From an optimization exercise on the open Yosys and OpenROAD flow, aimed at small area, a short achievable clock period and few clock cycles; shortcuts taken in it are not production practice. Power figures rest on the tool's default switching activity, not on a simulated workload.

== the baseline ==
==> module hart_mem_sys, before the edit <==
module hart_mem_sys (
    input  logic                   i_clk,
    input  logic                   i_rst_n,
    input  logic [31:0]            i_fetch_addr,
    output logic [31:0]            o_fetch_inst,
    output logic                   o_fetch_busy,
    input  logic                   i_ls_read,
    input  logic                   i_ls_write,
    input  logic [31:0]            i_ls_addr,
    input  logic [31:0]            i_ls_wdata,
    input  logic [1:0]             i_ls_size,
    input  logic                   i_ls_unsigned,
    output logic [31:0]            o_ls_rdata,
    output logic                   o_ls_trap,
    output logic                   o_ls_busy,
    output logic                   o_mem_ren,
    output logic                   o_mem_wen,
    output logic [31:0]            o_mem_addr,
    output logic [31:0]            o_mem_wdata,
    input  logic [31:0]            i_mem_rdata,
    input  logic                   i_mem_valid,
    input  logic                   i_mem_ready
);
    logic       rd_none, rd_f, rd_l, rd_s;
    logic       rd_none_d, rd_f_d, rd_l_d, rd_s_d;
    logic [1:0] off_q;
    logic [1:0] size_q;
    logic       uns_q;
    always_ff @(posedge i_clk) begin
        if (!i_rst_n) begin
            rd_none <= 1'b1;
            rd_f    <= 1'b0;
            rd_l    <= 1'b0;
            rd_s    <= 1'b0;
        end else begin
            rd_none <= rd_none_d;
            rd_f    <= rd_f_d;
            rd_l    <= rd_l_d;
            rd_s    <= rd_s_d;
        end
        off_q  <= i_ls_addr[1:0];
        size_q <= i_ls_size;
        uns_q  <= i_ls_unsigned;
    end
    logic is_byte, is_half, is_word, mis_q;
    assign is_byte = (size_q == 2'd0);
    assign is_half = (size_q == 2'd1);
    assign is_word = size_q[1];
    assign mis_q   = (is_half && off_q[0]) || (is_word && (off_q != 2'b00));
    logic ls_turn_q, ls_turn_d;
    logic ls_sel, word_store, ls_done;
    always_ff @(posedge i_clk) begin
        if (!i_rst_n) ls_turn_q <= 1'b1;
        else          ls_turn_q <= ls_turn_d;
    end
    assign word_store = i_ls_write && i_ls_size[1] && (i_ls_addr[1:0] == 2'b00);
    logic sel_fetch;
    addr_sel_ls u_sel_ls (
        .i_read(i_ls_read), .i_write(i_ls_write), .i_turn(ls_turn_q), .o_sel(ls_sel)
    );
    addr_sel_fetch u_sel_fetch (
        .i_read(i_ls_read), .i_write(i_ls_write), .i_turn(ls_turn_q), .o_sel(sel_fetch)
    );
    assign o_mem_wen  = i_mem_ready && ((rd_none && ls_turn_q && word_store) ||
                                        (rd_s && i_mem_valid && !mis_q));
    assign o_mem_ren  = i_mem_ready && ((rd_none && !(ls_turn_q && word_store)) ||
                                        (rd_l && i_mem_valid));
    addr_mux u_addr_mux (
        .i_ls(i_ls_addr[31:2]), .i_fetch(i_fetch_addr[31:2]),
        .i_sel_ls(ls_sel), .i_sel_fetch(sel_fetch), .o_addr(o_mem_addr[31:2])
    );
    assign o_mem_addr[1:0] = 2'b00;
    assign ls_done = (i_ls_read || i_ls_write) && !o_ls_busy;
    always_comb begin
        rd_none_d = rd_none;
        rd_f_d    = rd_f;
        rd_l_d    = rd_l;
        rd_s_d    = rd_s;
        if (i_mem_valid) begin
            rd_none_d = 1'b1;
            rd_f_d    = 1'b0;
            rd_l_d    = 1'b0;
            rd_s_d    = 1'b0;
        end
        if (o_mem_ren) begin
            rd_none_d = 1'b0;
            rd_f_d    = !ls_sel;
            rd_l_d    = ls_sel && !i_ls_write;
            rd_s_d    = ls_sel && i_ls_write;
        end
        ls_turn_d = ls_turn_q;
        if (ls_done || (o_mem_ren && ls_sel && i_ls_read)) ls_turn_d = 1'b0;
        if (!o_fetch_busy) ls_turn_d = 1'b1;
    end
    assign o_fetch_inst = i_mem_rdata;
    assign o_fetch_busy = !(rd_f && i_mem_valid);
    assign o_ls_busy = !(o_mem_wen || ((rd_l || (rd_s && mis_q)) && i_mem_valid));
    assign o_ls_trap = mis_q && (rd_l || rd_s);
    logic [3:0] mask, sel_old, sel_own, sel_lo, sel_hi;
    always_comb begin
        if (is_byte)      mask = 4'b0001 << off_q;
        else if (is_half) mask = off_q[1] ? 4'b1100 : 4'b0011;
        else              mask = 4'b1111;
    end
    always_comb begin
        sel_old = 4'b0000;
        sel_own = 4'b1111;
        sel_lo  = 4'b0000;
        sel_hi  = 4'b0000;
        if (rd_s) begin
            sel_old = ~mask;
            sel_own = mask & (is_half ? 4'b0011 : 4'b0001);
            sel_lo  = mask & (is_half ? 4'b0100 : 4'b1110);
            sel_hi  = mask & (is_half ? 4'b1000 : 4'b0000);
        end
    end
    always_comb begin
        for (int k = 0; k < 4; k++) begin
            o_mem_wdata[8*k +: 8] = ({8{sel_old[k]}} & i_mem_rdata[8*k +: 8]) |
                                    ({8{sel_own[k]}} & i_ls_wdata[8*k +: 8]) |
                                    ({8{sel_lo[k]}}  & i_ls_wdata[7:0]) |
                                    ({8{sel_hi[k]}}  & i_ls_wdata[15:8]);
        end
    end
    logic [3:0] lo_sel, sign_b_sel, sign_h_sel;
    logic       sign_b, sign_bh;
    assign lo_sel     = 4'b0001 << off_q;
    assign sign_b_sel = (uns_q || !is_byte) ? 4'b0000 : lo_sel;
    assign sign_h_sel = (uns_q || !is_half) ? 4'b0000 : (off_q[1] ? 4'b1000 : 4'b0010);
    logic [3:0] tops;
    assign tops = {i_mem_rdata[31], i_mem_rdata[23], i_mem_rdata[15], i_mem_rdata[7]};
    ld_sign u_sign_b  (.i_sel(sign_b_sel), .i_tops(tops), .o_sign(sign_b));
    ld_sign u_sign_bh (.i_sel(sign_b_sel | sign_h_sel), .i_tops(tops), .o_sign(sign_bh));
    always_comb begin
        o_ls_rdata[7:0]   = ({8{lo_sel[0]}} & i_mem_rdata[7:0]) |
                            ({8{lo_sel[1]}} & i_mem_rdata[15:8]) |
                            ({8{lo_sel[2]}} & i_mem_rdata[23:16]) |
                            ({8{lo_sel[3]}} & i_mem_rdata[31:24]);
        o_ls_rdata[15:8]  = ({8{!is_byte && !off_q[1]}} & i_mem_rdata[15:8]) |
                            ({8{!is_byte &&  off_q[1]}} & i_mem_rdata[31:24]) |
                            {8{sign_b}};
        o_ls_rdata[31:16] = ({16{is_word}} & i_mem_rdata[31:16]) | {16{sign_bh}};
    end
endmodule
Settings: LEC_CHECK=0, ABC_AREA=1, CAP_MARGIN=20, CORE_MARGIN=2, CORE_UTILIZATION=25, CTS_BUF_LIST=sky130_fd_sc_hd__clkbuf_2, PLACE_DENSITY=0.8, SETUP_SLACK_MARGIN=2.5, SLEW_MARGIN=20, SYNTH_HIERARCHICAL=1, SYNTH_MINIMUM_KEEP_SIZE=0; clock period 6.0 ns.
standard.sh (not shown) runs the stock make flow with config.mk's settings and CLKGATE_MAP_FILE= SYNTH_SCRIPT=/design/flow/synth_recipe.tcl, a recipe that flattens the netlist after the stock synthesis.
==> flow/flow/run.sh <==
#!/bin/bash
set -euo pipefail
export BUFFER_PORTS_ARGS="-buffer_cell sky130_fd_sc_hd__buf_1"
bash standard.sh MATCH_CELL_FOOTPRINT=0 finish > standard_flow.log 2>&1
diff inputs: the baseline => the candidate
--- a/flow/design.v
+++ b/flow/design.v
@@ -68,32 +68,33 @@
     output logic [31:0]            o_mem_wdata,
     input  logic [31:0]            i_mem_rdata,
     input  logic                   i_mem_valid,
     input  logic                   i_mem_ready
 );
-    logic       rd_none, rd_f, rd_l, rd_s;
-    logic       rd_none_d, rd_f_d, rd_l_d, rd_s_d;
+    typedef enum logic [1:0] {
+        RD_NONE  = 2'd0,
+        RD_FETCH = 2'd1,
+        RD_LOAD  = 2'd2,
+        RD_STORE = 2'd3
+    } rd_e;
+    rd_e        rd_q, rd_d;
     logic [1:0] off_q;
     logic [1:0] size_q;
     logic       uns_q;
     always_ff @(posedge i_clk) begin
-        if (!i_rst_n) begin
-            rd_none <= 1'b1;
-            rd_f    <= 1'b0;
-            rd_l    <= 1'b0;
-            rd_s    <= 1'b0;
-        end else begin
-            rd_none <= rd_none_d;
-            rd_f    <= rd_f_d;
-            rd_l    <= rd_l_d;
-            rd_s    <= rd_s_d;
-        end
+        if (!i_rst_n) rd_q <= RD_NONE;
+        else          rd_q <= rd_d;
         off_q  <= i_ls_addr[1:0];
         size_q <= i_ls_size;
         uns_q  <= i_ls_unsigned;
     end
+    logic rd_none, rd_f, rd_l, rd_s;
     logic is_byte, is_half, is_word, mis_q;
+    assign rd_none = (rd_q == RD_NONE);
+    assign rd_f    = (rd_q == RD_FETCH);
+    assign rd_l    = (rd_q == RD_LOAD);
+    assign rd_s    = (rd_q == RD_STORE);
     assign is_byte = (size_q == 2'd0);
     assign is_half = (size_q == 2'd1);
     assign is_word = size_q[1];
     assign mis_q   = (is_half && off_q[0]) || (is_word && (off_q != 2'b00));
     logic ls_turn_q, ls_turn_d;
@@ -119,34 +120,25 @@
         .i_sel_ls(ls_sel), .i_sel_fetch(sel_fetch), .o_addr(o_mem_addr[31:2])
     );
     assign o_mem_addr[1:0] = 2'b00;
     assign ls_done = (i_ls_read || i_ls_write) && !o_ls_busy;
     always_comb begin
-        rd_none_d = rd_none;
-        rd_f_d    = rd_f;
-        rd_l_d    = rd_l;
-        rd_s_d    = rd_s;
-        if (i_mem_valid) begin
-            rd_none_d = 1'b1;
-            rd_f_d    = 1'b0;
-            rd_l_d    = 1'b0;
-            rd_s_d    = 1'b0;
-        end
+        rd_d = rd_q;
+        if (i_mem_valid) rd_d = RD_NONE;
         if (o_mem_ren) begin
-            rd_none_d = 1'b0;
-            rd_f_d    = !ls_sel;
-            rd_l_d    = ls_sel && !i_ls_write;
-            rd_s_d    = ls_sel && i_ls_write;
+            if (!ls_sel)         rd_d = RD_FETCH;
+            else if (i_ls_write) rd_d = RD_STORE;
+            else                 rd_d = RD_LOAD;
         end
         ls_turn_d = ls_turn_q;
         if (ls_done || (o_mem_ren && ls_sel && i_ls_read)) ls_turn_d = 1'b0;
         if (!o_fetch_busy) ls_turn_d = 1'b1;
     end
     assign o_fetch_inst = i_mem_rdata;
     assign o_fetch_busy = !(rd_f && i_mem_valid);
     assign o_ls_busy = !(o_mem_wen || ((rd_l || (rd_s && mis_q)) && i_mem_valid));
-    assign o_ls_trap = mis_q && (rd_l || rd_s);
+    assign o_ls_trap = mis_q && rd_q[1];
     logic [3:0] mask, sel_old, sel_own, sel_lo, sel_hi;
     always_comb begin
         if (is_byte)      mask = 4'b0001 << off_q;
         else if (is_half) mask = off_q[1] ? 4'b1100 : 4'b0011;
         else              mask = 4'b1111;
Results
- The candidate reached the end of the flow, and the finished layout is clean on the timing, design-rule and antenna checks.
- On global-route usage: the candidate sits below the baseline.
- The estimated power of the candidate ends up lower than the estimate for the baseline.
- The final critical delay including setup and external delays in the candidate sits 0.027 ns below the value recorded for the baseline.
- Diff the candidate and the baseline: length in cells of the worst reg-to-reg path higher in the candidate
- Setup slack after layout: the candidate vs the baseline up 0.027 ns
- The baseline has higher share of cell area taken by flip-flops and latches than the candidate.
- NOTE multi-input gate count the baseline->the candidate decreased slightly
- NOTE post-route standard cell area excluding fillers the baseline->the candidate decreased by a few percent
- Going from the baseline to the candidate, routed wire length shrank slightly.
- Final worst-path cycle share is lower on the candidate
Function was not checked in any run of this note: the RTL went through the layout flow alone.

-- port drivers added, routing unchanged --
The results above use ideal ports. As a check the final layouts listed here were re-extracted and re-timed, cells and wires unchanged.
Step 1: set_driving_cell puts a clkbuf_16 on i_clk and a buf_2 on each other input, an assumption about the parent block.
Step 2 also shifts input and output timing later by t, the mid clock arrival at the registers, as if the neighbouring blocks saw the same clock.
Slacks: no drivers / after step 1 / after step 2; pairs: no drivers / after step 1.
run | t, ns | setup slack, ns | worst register clock-pin slew, ns
the baseline | 0.270 | 2.581 / 2.555 / 2.555 | 0.10 / 0.10
the candidate | 0.254 | 2.608 / 2.578 / 2.578 | 0.08 / 0.08
After both steps setup and hold are still met in every run listed. The setup slack of the candidate, which loses most, moves by -0.030 ns with the drivers and by -0.030 ns with both steps.
